Background: an optimization exercise with open tools, aiming at small area, a short achievable clock period and few clock cycles per item. Do not read the settings as production practice. The RTL was checked by simulation tests, not by an equivalence proof against the original design. Power is estimated from default activity; no workload was simulated.

// exu_top
module exu_top
(
	input  logic                    clk,
	input  logic                    arst_n_i,
	input  logic                    req_valid_i,
	input  logic [5-1:0]    req_op_i,
	input  logic [32-1:0]    req_opa_i,
	input  logic [32-1:0]    req_opb_i,
	input  logic [5-1:0]  req_rd_i,
	output logic                    wb_valid_o,
	output logic [5-1:0]  wb_rd_o,
	output logic                    wb_we_o,
	output logic [32-1:0]    wb_data_o,
	output logic                    busy_o
);
	localparam int XLEN = 32;
	function automatic logic [26:0] booth9(input logic [18:0] by);
		logic [8:0] one, two, neg;
		for (int i = 0; i < 9; i++)
		begin
			one[i] = by[2*i+1] ^ by[2*i];
			two[i] = (by[2*i+2] & !by[2*i+1] & !by[2*i]) | (!by[2*i+2] & by[2*i+1] & by[2*i]);
			neg[i] = by[2*i+2];
		end
		booth9 = {neg, two, one};
	endfunction
	function automatic logic uses_mul(input logic [5-1:0] op);
		uses_mul = (op == OP_MUL) || (op == OP_MULT) || (op == OP_MULTU);
	endfunction
	logic                   busy_q;
	logic                   v1_q;
	exu_pkg::exu_op_e       op1_q;
	logic [XLEN-1:0]        a1_q;
	logic [XLEN-1:0]        b1_q;
	logic [5-1:0] rd1_q;
	logic                   dv1_q;
	logic                   sd1_q;
	logic                   ms1_q;
	logic                   ml1_q;
	logic                   div_hi_nx;
	logic                   div_lo_nx;
	logic                   v1_nx;
	logic                   rh1_nx;
	logic                   rl1_nx;
	logic                   rh1_q;
	logic                   rl1_q;
	logic                   ml1_nx;
	logic                   stall;
	logic                   div_hi_run;
	logic                   div_lo_run;
	logic                   p2_q;
	logic                   v2_q;
	logic                   mult2_q;
	assign busy_o = busy_q;
	assign stall  = v1_q && ((rh1_q && div_hi_run) || (rl1_q && div_lo_run) ||
  ...
clock: 24.0 ns
lec_check: 0
abc_area: 1
cap_margin: 20
core_margin: 2
core_utilization: 40
slew_margin: 20
standard.sh (not shown) runs the stock make flow with config.mk's settings and CLKGATE_MAP_FILE= SYNTH_SCRIPT=/design/flow/synth_recipe.tcl, a recipe that flattens the netlist after the stock synthesis.
==> flow/flow/run.sh <==
#!/bin/bash
# Layout flow: the standard layout (standard.sh, which runs the standard
# synthesis unchanged) at the design's clock and constraints, with two
# changes to how the layout is optimised:
#  - the input and output port buffers are a plain sky130_fd_sc_hd__buf_4
#    rather than the delay buffer buffer_ports picks by itself (every port
#    still gets its own buffer);
#  - repair_timing keeps working until the setup slack is 18 ns, that is
#    until paths fit in about 6 ns, instead of stopping at any positive slack.
set -euo pipefail
cd "$(dirname "$0")/.."
bash standard.sh \
	"BUFFER_PORTS_ARGS=-buffer_cell sky130_fd_sc_hd__buf_4" \
	SETUP_SLACK_MARGIN=18 \
	finish > standard.log 2>&1
Testbench counts at the start, summed over its fixed seeds: cycles 25,557, ops 24,016.
Next try:
--- a/flow/design.v
+++ b/flow/design.v
@@ -1443,64 +1443,65 @@
 	logic                   div_lo_nx;
 	logic                   v1_nx;
 	logic                   rh1_nx;
 	logic                   rl1_nx;
 	logic                   rh1_q;
 	logic                   rl1_q;
 	logic                   ml1_nx;
+	logic                   mf1_nx;
+	logic                   mf1_q;
 	logic                   stall;
 	logic                   div_hi_run;
 	logic                   div_lo_run;
 	logic                   p2_q;
 	logic                   v2_q;
 	logic                   mult2_q;
 	assign busy_o = busy_q;
 	assign stall  = v1_q && ((rh1_q && div_hi_run) || (rl1_q && div_lo_run) ||
-				 (ml1_q && p2_q) || (rh1_q && v2_q && mult2_q));
+				 (ml1_q && p2_q) || (mf1_q && v2_q && mult2_q));
 	assign v1_nx  = stall ? v1_q  : req_valid_i;
 	assign rh1_nx = stall ? rh1_q : (req_op_i == OP_MFHI);
 	assign rl1_nx = stall ? rl1_q : (req_op_i == OP_MFLO);
 	assign ml1_nx = stall ? ml1_q : uses_mul(req_op_i);
+	assign mf1_nx = stall ? mf1_q : ((req_op_i == OP_MFHI) || (req_op_i == OP_MFLO));
 	always_ff @(posedge clk or negedge arst_n_i)
 	begin
 		if (!arst_n_i)
 		begin
 			v1_q   <= 1'b0;
 			busy_q <= 1'b0;
 		end
 		else
 		begin
 			v1_q   <= v1_nx;
 			busy_q <= (v1_nx && rh1_nx && div_hi_nx) ||
 				  (v1_nx && rl1_nx && div_lo_nx) ||
 				  (v1_nx && ml1_nx && go1 && ml1_q) ||
-				  (v1_nx && rh1_nx && go1 && (op1_q == OP_MULT || op1_q == OP_MULTU));
+				  (v1_nx && mf1_nx && go1 && (op1_q == OP_MULT || op1_q == OP_MULTU));
 		end
 	end
 	always_ff @(posedge clk)
 	begin
 		if (!stall)
 		begin
 			rh1_q <= (req_op_i == OP_MFHI);
 			rl1_q <= (req_op_i == OP_MFLO);
 			dv1_q <= (req_op_i == OP_DIV) || (req_op_i == OP_DIVU);
 			sd1_q <= (req_op_i == OP_DIV);
 			ms1_q <= (req_op_i == OP_MUL) || (req_op_i == OP_MULT);
 			ml1_q <= uses_mul(req_op_i);
+			mf1_q <= (req_op_i == OP_MFHI) || (req_op_i == OP_MFLO);
 			op1_q <= exu_pkg::exu_op_e'(req_op_i);
 			a1_q  <= req_opa_i;
 			b1_q  <= req_opb_i;
 			rd1_q <= req_rd_i;
 		end
 	end
-	logic [63:18]           ms2_q;
-	logic [63:18]           mc2_q;
-	logic [17:0]            lo18_q;
-	logic                   lc18_q;
-	logic [18:0]            lo18;
+	logic [63:0]            ms2_q;
+	logic [63:0]            mc2_q;
 	logic            go1;
 	logic [XLEN-1:0] alu_res;
 	logic            alu_ovf;
 	logic [63:0]     mul_s;
 	logic [63:0]     mul_c;
 	assign go1 = v1_q && !stall;
 	logic [32:0] ax1;
@@ -1540,15 +1541,14 @@
 		.two_i   (mbd_q[17:9]),
 		.neg_i   (mbd_q[26:18]),
 		.cs_s_i  (p2_q ? ms2_q[63:18] : '0),
 		.cs_c_i  (p2_q ? mc2_q[63:18] : '0),
 		.s_o     (mul_s),
 		.c_o     (mul_c)
 	);
-	assign lo18 = {1'b0, mul_s[17:0]} + {1'b0, mul_c[17:0]};
 	logic        div_wr_hi;
 	logic        div_wr_lo;
 	logic [31:0] div_hi;
 	logic [31:0] div_lo;
 	exu_div i_exu_div
 	(
 		.clk        (clk),
@@ -1600,26 +1600,22 @@
 		res2_q  <= alu_res;
 		mul2_q  <= (op1_q == OP_MUL);
 		mfhi2_q <= (op1_q == OP_MFHI);
 		mflo2_q <= (op1_q == OP_MFLO);
 		mult2_q <= (op1_q == OP_MULT) || (op1_q == OP_MULTU);
 		mthi2_q <= (op1_q == OP_MTHI);
 		mtlo2_q <= (op1_q == OP_MTLO);
-		ms2_q   <= mul_s[63:18];
-		mc2_q   <= mul_c[63:18];
-		lo18_q  <= lo18[17:0];
-		lc18_q  <= lo18[18];
+		ms2_q   <= mul_s;
+		mc2_q   <= mul_c;
 	end
 	exu_pkg::exu_hilo_t hilo;
 	exu_pkg::exu_hilo_t hilo_cur;
 	logic [XLEN:0]      prod_lo;
 	logic [XLEN-1:0]    wb_data_d;
-	logic [14:0]        prod_mid;
-	assign prod_mid = {1'b0, mul_s[13:0]} + {1'b0, mul_c[13:0]} + {14'b0, lc18_q};
-	assign prod_lo  = {prod_mid, lo18_q};
+	assign prod_lo = {1'b0, mul_s[13:0], ms2_q[17:0]} + {1'b0, mul_c[13:0], mc2_q[17:0]};
 	logic               mlt3_q;
 	logic [XLEN-1:0]    hs3_q;
 	logic [XLEN-1:0]    hc3_q;
 	logic               cy3_q;
 	always_ff @(posedge clk or negedge arst_n_i)
 	begin
 		if (!arst_n_i)
The changed run finished with timing, DRC and antenna clean.
Worst setup slack is worse by 16 ps.
Synthesized area rises by 0.45%.
Final area is about the same.
Register-to-register slack is better by 130 ps.
Critical path depth does not change.
Fmax hardly moves.
Clock power rises by about 5%.
Worst hold slack barely changes.
Synthesized cell count falls by about 0.36%.
Cell count rises by 0.55%.
Clock-buffer cell count rises by 5.
Total power falls by 4.1%.
Via count falls by about 0.4%.
Testbench counts after the change, summed over its fixed seeds: cycles 25,600, ops 24,016.

## what the ideal ports hide
No port has a modelled driver above. Below, the same layouts with a new extraction and two added sets of constraints. Step 1 assumes that a clkbuf_16 drives the clock port and a buf_2 every other input. Step 2 moves the port delays by t, midway between the first and last clock arrival at a register: inputs arrive t later, outputs are due t later. That takes back most of the time a late clock gives input paths. Three values: ideal, step 1, step 2; two values: the first two.
| run | shift t [ns] | slack for setup (ns) | hold WS [ns] | worst register clock-pin slew, ns | worst data-port slew with drivers (ns) |
|---|---|---|---|---|---|
| the first run | 0.784 | 17.984 / 17.902 / 17.782 | 0.326 / 0.326 / 0.326 | 0.07 / 0.07 | 0.05 |
| the second run | 0.738 | 17.968 / 17.890 / 17.546 | 0.325 / 0.325 / 0.325 | 0.08 / 0.08 | 0.14 |
After both steps every run listed still meets setup and hold. For the second run, which loses most, drivers alone change the setup slack by -0.078 ns; drivers and shift together by -0.422 ns.
